This design comes from an exercise in tuning for small area and few clock cycles per item on the open sky130 flow, not from production work. Function was checked by simulation only, so behaviour that the tests miss may differ from the original. Power figures rest on the tool's default switching activity, not on a simulated workload.

Setup of run 1:
==> flow/design.v (excerpt) <==
module tlb_page_table_translator (
   input  wire logic                            clock,
   input  wire logic                            reset,
   input  wire logic                            req_valid,
   output wire logic                            req_ready,
   input  wire logic [tlbpt_pkg::ADDR_BITS-1:0]  req_logical_address,
   output wire logic                            rsp_valid,
   input  wire logic                            rsp_ready,
   output wire logic [tlbpt_pkg::ADDR_BITS-1:0]  rsp_physical_address,
   output wire logic                            rsp_tlb_hit,
   output wire logic                            rsp_page_fault,
   output wire logic [tlbpt_pkg::COUNT_BITS-1:0] rsp_hit_count,
   output wire logic [tlbpt_pkg::COUNT_BITS-1:0] rsp_fault_count
);
   localparam int NP = tlbpt_pkg::PAGE_COUNT;
   localparam int NT = tlbpt_pkg::TLB_ENTRIES;
   localparam int FB = tlbpt_pkg::FRAME_BITS;
   localparam int OB = tlbpt_pkg::OFFSET_BITS;
   localparam int PB = tlbpt_pkg::PAGE_IDX_BITS;
   localparam int CB = tlbpt_pkg::COUNT_BITS;
   localparam int RB = FB + 1;    
   logic                    s1_valid_ff;
   tlbpt_pkg::page_idx_type s1_page_ff;
   logic [OB-1:0]           s1_offset_ff;
   logic                    accept;
   logic                    take;
   assign take      = s1_valid_ff && rsp_ready;
   assign req_ready = !s1_valid_ff || rsp_ready;
   assign accept    = req_valid && req_ready;
   always_ff @(posedge clock) begin
      if (reset) begin
         s1_valid_ff <= 1'b0;
      end else if (accept) begin
         s1_valid_ff <= 1'b1;
      end else if (take) begin
         s1_valid_ff <= 1'b0;
      end
   end
   always_ff @(posedge clock) begin
      if (accept) begin
         s1_page_ff   <= req_logical_address[OB +: PB];
         s1_offset_ff <= req_logical_address[OB-1:0];
      end
   end
   logic [NP-1:0][FB-1:0] pt_frame_ff;
   logic [NP-1:0]         pt_valid_ff;
   tlbpt_pkg::page_idx_type in_page;
   logic [15:0] sel_lo;       
   logic [15:0] sel_hi;       
   logic [15:0] wsel_lo;      
   logic [15:0] wsel_hi;      
   assign in_page = req_logical_address[OB +: PB];
  ...
For scale: roughly 2500 flip-flops, roughly 87000 sq um of cells after synthesis.
export LEC_CHECK = 0
export CAP_MARGIN = 20
export CORE_MARGIN = 2
export CORE_UTILIZATION = 60
export CTS_CLUSTER_DIAMETER = 50
export CTS_CLUSTER_SIZE = 25
export GPL_TIMING_DRIVEN = 0
export SLEW_MARGIN = 20
export SYNTH_HIERARCHICAL = 1
export SYNTH_MINIMUM_KEEP_SIZE = 0
create_clock -name core_clock -period 6.0 [get_ports {clock}]
standard.sh (not shown) runs the stock make flow with config.mk's settings and CLKGATE_MAP_FILE= SYNTH_SCRIPT=/design/flow/synth_recipe.tcl, a recipe that flattens the netlist after the stock synthesis.
==> flow/flow/run.sh <==
#!/bin/bash
set -euo pipefail
export CTS_ARGS="-sink_clustering_enable -repair_clock_nets -dont_use_dummy_load -sink_clustering_size 14 -sink_clustering_max_diameter 50 -buf_list sky130_fd_sc_hd__clkbuf_8"
bash standard.sh finish > flow_make.log 2>&1
Run 1 completed; timing, DRC and antenna clean
Testbench counts of run 1, summed over its fixed seeds: cycles 32,008, items 32,000.
Inputs modified between run 1 and run 2:
- CORE_UTILIZATION changed from 60 to 70
==> comparison <==
Timing, DRC, antenna: 0 failures across run 2 and run 1. Sort run 2 and run 1 by initial standard-cell utilization of the core, descending, and run 2 comes first. There was hardly any difference in total wirelength of the detailed-routed design between run 1 and run 2. Between run 2 and run 1, the clock network contribution to total cell area figures differ only marginally. Critical path depth in cells sits lower in run 2 than in run 1.
Changes in run 3 relative to run 2:
- SLEW_MARGIN now 10, was 20
- CAP_MARGIN now 10, was 20
==> flow/flow/run.sh <==
#!/bin/bash
set -euo pipefail
export CTS_ARGS="-sink_clustering_enable -repair_clock_nets -dont_use_dummy_load -sink_clustering_size 16 -sink_clustering_max_diameter 60 -buf_list sky130_fd_sc_hd__clkbuf_8"
bash standard.sh finish > flow_make.log 2>&1
Notes after the runs:
Run 3 vs. run 2: count of cells along the worst register-to-register path shows a reduction of 1; worst-case setup slack after placement shows an increase of 0.14 ns; final cell utilization of the core shows a reduction of 0.58 points; layout overhead on the synthesized area shows a reduction of 0.82 points; design area shows a reduction of 0.74%. On share of the clock period used by the worst path, run 3 and run 2 are basically level. Min largest vdd supply drop across run 3 and run 2: run 3. Between run 2 and run 3, the worst setup slack does not differ in any meaningful way. Count of buffers inserted at the top-level ports came out exactly the same in run 3 and run 2. Slowest library cell on the worst path: edfxtp_1 -> run 2, o41ai_4 -> run 3. Number of antenna diodes: run 3 lower than run 2.

* * *

The RTL this note starts from:
==> flow/design.v <==
`default_nettype none
package tlbpt_pkg;
   localparam int ADDR_BITS     = 16;
   localparam int OFFSET_BITS   = 8;
   localparam int TLB_ENTRIES   = 16;
   localparam int PAGE_COUNT    = 256;
   localparam int FRAME_BITS    = 8;
   localparam int FRAME_CTR_BITS = 9;
   localparam int COUNT_BITS    = 16;
   localparam int PAGE_IDX_BITS = $clog2(PAGE_COUNT);
   localparam int TLB_IDX_BITS  = $clog2(TLB_ENTRIES);
   typedef logic [PAGE_IDX_BITS-1:0] page_idx_type;
   typedef logic [FRAME_BITS-1:0]    frame_type;
   typedef struct packed {
      logic [ADDR_BITS-1:0] logical_address;
   } req_type;
   typedef struct packed {
      logic [ADDR_BITS-1:0]  physical_address;
      logic                  tlb_hit;
      logic                  page_fault;
      logic [COUNT_BITS-1:0] hit_count;
      logic [COUNT_BITS-1:0] fault_count;
   } rsp_type;
endpackage
`default_nettype wire
`default_nettype none
module tlb_page_table_translator (
   input  wire logic                            clock,
   input  wire logic                            reset,
   input  wire logic                            req_valid,
   output wire logic                            req_ready,
   input  wire logic [tlbpt_pkg::ADDR_BITS-1:0]  req_logical_address,
   output wire logic                            rsp_valid,
   input  wire logic                            rsp_ready,
   output wire logic [tlbpt_pkg::ADDR_BITS-1:0]  rsp_physical_address,
   output wire logic                            rsp_tlb_hit,
   output wire logic                            rsp_page_fault,
   output wire logic [tlbpt_pkg::COUNT_BITS-1:0] rsp_hit_count,
   output wire logic [tlbpt_pkg::COUNT_BITS-1:0] rsp_fault_count
);
   localparam int NP = tlbpt_pkg::PAGE_COUNT;
   localparam int NT = tlbpt_pkg::TLB_ENTRIES;
   localparam int FB = tlbpt_pkg::FRAME_BITS;
   localparam int OB = tlbpt_pkg::OFFSET_BITS;
   localparam int PB = tlbpt_pkg::PAGE_IDX_BITS;
   localparam int CB = tlbpt_pkg::COUNT_BITS;
   localparam int RB = FB + 1;    
   logic                    s1_valid_ff;
   tlbpt_pkg::page_idx_type s1_page_ff;
   logic [OB-1:0]           s1_offset_ff;
   logic                    accept;
   logic                    take;
   assign take      = s1_valid_ff && rsp_ready;
   assign req_ready = !s1_valid_ff || rsp_ready;
   assign accept    = req_valid && req_ready;
   always_ff @(posedge clock) begin
      if (reset) begin
         s1_valid_ff <= 1'b0;
      end else if (accept) begin
         s1_valid_ff <= 1'b1;
      end else if (take) begin
         s1_valid_ff <= 1'b0;
      end
   end
   always_ff @(posedge clock) begin
      if (accept) begin
         s1_page_ff   <= req_logical_address[OB +: PB];
         s1_offset_ff <= req_logical_address[OB-1:0];
      end
   end
   logic [NP-1:0][FB-1:0] pt_frame_ff;
   logic [NP-1:0]         pt_valid_ff;
   tlbpt_pkg::page_idx_type in_page;
   logic [15:0] sel_lo;       
   logic [15:0] sel_hi;       
   logic [15:0] wsel_lo;      
   logic [15:0] wsel_hi;      
   assign in_page = req_logical_address[OB +: PB];
   always_comb begin
      for (int i = 0; i < 16; i++) begin
         sel_lo[i]    = (in_page[3:0] == 4'(i));
         sel_hi[i]    = (in_page[7:4] == 4'(i));
         wsel_lo[i]   = (s1_page_ff[3:0] == 4'(i));
         wsel_hi[i]   = take && (s1_page_ff[7:4] == 4'(i));
      end
   end
   logic [15:0][RB-1:0] grp_n;     
   logic [RB-1:0]       rd;        
   for (genvar g = 0; g < 16; g++) begin : g_grp
      for (genvar b = 0; b < RB; b++) begin : g_bit
         logic [15:0] d;
         for (genvar l = 0; l < 16; l++) begin : g_row
            if (b == FB) begin : g_v
               assign d[l] = pt_valid_ff[g*16+l];
            end else begin : g_f
               assign d[l] = pt_frame_ff[g*16+l][b];
            end
         end
         logic [5:0] t_n;
         logic [1:0] h;
         tlbpt_aoi222 u_t0 (.a1(d[0]),  .a2(sel_lo[0]),  .b1(d[1]),  .b2(sel_lo[1]),
                            .c1(d[2]),  .c2(sel_lo[2]),  .y(t_n[0]));
         tlbpt_aoi222 u_t1 (.a1(d[3]),  .a2(sel_lo[3]),  .b1(d[4]),  .b2(sel_lo[4]),
                            .c1(d[5]),  .c2(sel_lo[5]),  .y(t_n[1]));
         tlbpt_aoi222 u_t2 (.a1(d[6]),  .a2(sel_lo[6]),  .b1(d[7]),  .b2(sel_lo[7]),
                            .c1(d[8]),  .c2(sel_lo[8]),  .y(t_n[2]));
         tlbpt_aoi222 u_t3 (.a1(d[9]),  .a2(sel_lo[9]),  .b1(d[10]), .b2(sel_lo[10]),
                            .c1(d[11]), .c2(sel_lo[11]), .y(t_n[3]));
         tlbpt_aoi222 u_t4 (.a1(d[12]), .a2(sel_lo[12]), .b1(d[13]), .b2(sel_lo[13]),
                            .c1(d[14]), .c2(sel_lo[14]), .y(t_n[4]));
         tlbpt_nand2  u_t5 (.a(d[15]), .b(sel_lo[15]), .y(t_n[5]));
         tlbpt_nand3  u_h0 (.a(t_n[0]), .b(t_n[1]), .c(t_n[2]), .y(h[0]));
         tlbpt_nand3  u_h1 (.a(t_n[3]), .b(t_n[4]), .c(t_n[5]), .y(h[1]));
         tlbpt_o21ai  u_g  (.a1(h[0]), .a2(h[1]), .b1(sel_hi[g]), .y(grp_n[g][b]));
      end
   end
   for (genvar b = 0; b < RB; b++) begin : g_rd
      logic [3:0] q;
      for (genvar k = 0; k < 4; k++) begin : g_q
         tlbpt_nand4 u_q (.a(grp_n[4*k][b]), .b(grp_n[4*k+1][b]), .c(grp_n[4*k+2][b]),
                          .d(grp_n[4*k+3][b]), .y(q[k]));
      end
      assign rd[b] = |q;
   end
   logic [FB:0]          next_frame_ff;    
   logic [RB-1:0]        rd_ff;
   logic                 fwd;
   logic                 fault;
   assign fwd = take && fault && (in_page == s1_page_ff);
   always_ff @(posedge clock) begin
      if (accept) begin
         rd_ff <= fwd ? {1'b1, next_frame_ff[FB-1:0]} : rd;
      end
   end
   tlbpt_pkg::frame_type pt_frame;
   logic                 pt_valid;
   assign {pt_valid, pt_frame} = rd_ff;
   tlbpt_pkg::page_idx_type tlb_page_ff [NT];
   logic [NT-1:0]           tlb_eq;
   logic                    tlb_match;
   for (genvar k = 0; k < NT; k++) begin : g_tlb
      tlbpt_eq8 u_eq (.a(tlb_page_ff[k]), .b(s1_page_ff), .y(tlb_eq[k]));
   end
   assign tlb_match = |tlb_eq;
   logic [CB-1:0]        hits_ff;
   logic [FB:0]          faults_next;
   logic [CB-1:0]        hits_next;
   logic                 hit;
   tlbpt_pkg::frame_type frame;
   assign hit   = pt_valid && tlb_match;
   assign fault = !pt_valid;
   assign frame = pt_valid ? pt_frame : next_frame_ff[FB-1:0];
   assign faults_next = fault ? next_frame_ff + 1'b1 : next_frame_ff;
   assign hits_next   = (hit && (hits_ff != '1)) ? hits_ff + 1'b1 : hits_ff;
   logic [NP-1:0] row_we;
   for (genvar g = 0; g < 16; g++) begin : g_wg
      for (genvar l = 0; l < 16; l++) begin : g_wr
         logic row_sel_n;
         tlbpt_nand2 u_sel (.a(wsel_hi[g]), .b(wsel_lo[l]), .y(row_sel_n));
         tlbpt_nor2  u_we  (.a(row_sel_n), .b(pt_valid_ff[g*16+l]), .y(row_we[g*16+l]));
      end
   end
   logic [NP-1:0][FB-1:0] pt_frame_d;
   for (genvar i = 0; i < NP; i++) begin : g_fd
      tlbpt_row_next u_d (.q(pt_frame_ff[i]), .keep({FB{pt_valid_ff[i]}}), .we({FB{row_we[i]}}),
                          .wd(next_frame_ff[FB-1:0]), .d(pt_frame_d[i]));
   end
   always_ff @(posedge clock) begin
      pt_frame_ff <= pt_frame_d;
   end
   always_ff @(posedge clock) begin
      if (reset) begin
         pt_valid_ff <= '0;
      end else begin
         pt_valid_ff <= pt_valid_ff | row_we;
      end
   end
   always_ff @(posedge clock) begin
      if (take && !hit) begin
         for (int k = NT - 1; k > 0; k--) tlb_page_ff[k] <= tlb_page_ff[k-1];
         tlb_page_ff[0] <= s1_page_ff;
      end
   end
   always_ff @(posedge clock) begin
      if (reset) begin
         next_frame_ff <= '0;
         hits_ff       <= '0;
      end else if (take) begin
         next_frame_ff <= faults_next;
         hits_ff       <= hits_next;
      end
   end
   assign rsp_valid            = s1_valid_ff;
   assign rsp_physical_address = {frame, s1_offset_ff};
   assign rsp_tlb_hit          = hit;
   assign rsp_page_fault       = fault;
   assign rsp_hit_count        = hits_next;
   assign rsp_fault_count      = CB'(faults_next);
endmodule
module tlbpt_aoi222 (
   input  wire logic a1, a2, b1, b2, c1, c2,
   output wire logic y
);
   assign y = !((a1 && a2) || (b1 && b2) || (c1 && c2));
endmodule
module tlbpt_row_next (
   input  wire logic [7:0] q,
   input  wire logic [7:0] keep,    
   input  wire logic [7:0] we,      
   input  wire logic [7:0] wd,
   output wire logic [7:0] d
);
   assign d = (q & keep) | (wd & we);
endmodule
module tlbpt_nand2 (
   input  wire logic a, b,
   output wire logic y
);
   assign y = !(a && b);
endmodule
module tlbpt_nand3 (
   input  wire logic a, b, c,
   output wire logic y
);
   assign y = !(a && b && c);
endmodule
module tlbpt_nand4 (
   input  wire logic a, b, c, d,
   output wire logic y
);
   assign y = !(a && b && c && d);
endmodule
module tlbpt_nor2 (
   input  wire logic a, b,
   output wire logic y
);
   assign y = !(a || b);
endmodule
module tlbpt_o21ai (
   input  wire logic a1, a2, b1,
   output wire logic y
);
   assign y = !((a1 || a2) && b1);
endmodule
module tlbpt_eq8 (
   input  wire logic [7:0] a,
   input  wire logic [7:0] b,
   output wire logic       y
);
   assign y = (a == b);
endmodule
`default_nettype wire
Settings: LEC_CHECK=0, CAP_MARGIN=10, CORE_MARGIN=2, CORE_UTILIZATION=70, CTS_CLUSTER_DIAMETER=50, CTS_CLUSTER_SIZE=25, GPL_TIMING_DRIVEN=0, SLEW_MARGIN=10, SYNTH_HIERARCHICAL=1, SYNTH_MINIMUM_KEEP_SIZE=0; clock period 6.0 ns.
==> flow/flow/run.sh <==
#!/bin/bash
set -euo pipefail
export CTS_ARGS="-sink_clustering_enable -repair_clock_nets -dont_use_dummy_load -sink_clustering_size 16 -sink_clustering_max_diameter 60 -buf_list sky130_fd_sc_hd__clkbuf_8"
export BUFFER_PORTS_ARGS="-buffer_cell sky130_fd_sc_hd__buf_1"
bash standard.sh finish > flow_make.log 2>&1
The baseline completed without violations.
Testbench counts at the start, summed over its fixed seeds: cycles 32,008, items 32,000.
==> next run, changes <==
==> flow/flow/run.sh (replaced) <==
#!/bin/bash
set -euo pipefail
export CTS_ARGS="-sink_clustering_enable -repair_clock_nets -dont_use_dummy_load -sink_clustering_size 16 -sink_clustering_max_diameter 60 -buf_list sky130_fd_sc_hd__clkbuf_8"
bash standard.sh finish > flow_make.log 2>&1
CAP_MARGIN = 5   (was 10)
SLEW_MARGIN = 5   (was 10)
After rerunning: Now the flow produced a layout that fails on capacitance limit, slew limit; non-clock buffer count shrinks by 7; first-iteration DRC count shrinks by a few percent; wire length grows slightly; setup slack improved by 0.18 ns; global-route usage grows by 0.56 points; total power stays flat; sequential share of layout area shrinks by 0.28 points.

## port drivers added, routing unchanged
The flow's constraints put no driver on any port. The routed layouts listed below were extracted and timed again, unchanged, in two steps.
Step 1, drivers: a clkbuf_16 drives clock and a buf_2 each remaining input, both assumed.
Step 2, shift: input delay + t, output delay - t, t = (earliest + latest rising clock arrival at the registers) / 2. This alone moves slack from input paths to output paths.
a / b / c = no drivers / after step 1 / after step 2; a / b = the first two.
run	t (ns)	setup slack, ns	slew at the worst register clock pin (ns)	worst slew at a driven data input, ns	pins driven straight from the clock port
run 1	0.991	0.182 / 0.188 / -0.793	0.10 / 0.10	0.06	1
run 2	1.031	0.147 / 0.071 / -0.858	0.11 / 0.11	0.07	1
run 3	1.009	0.148 / 0.072 / -0.717	0.11 / 0.11	0.07	1
the first run of note 2	1.014	0.050 / -0.025 / -0.403	0.11 / 0.11	0.06	1
the second run of note 2	1.008	0.230 / 0.153 / -0.673	0.11 / 0.11	0.07	1
For run 2, which loses most, drivers alone change the setup slack by -0.076 ns; drivers and shift together by -1.005 ns.
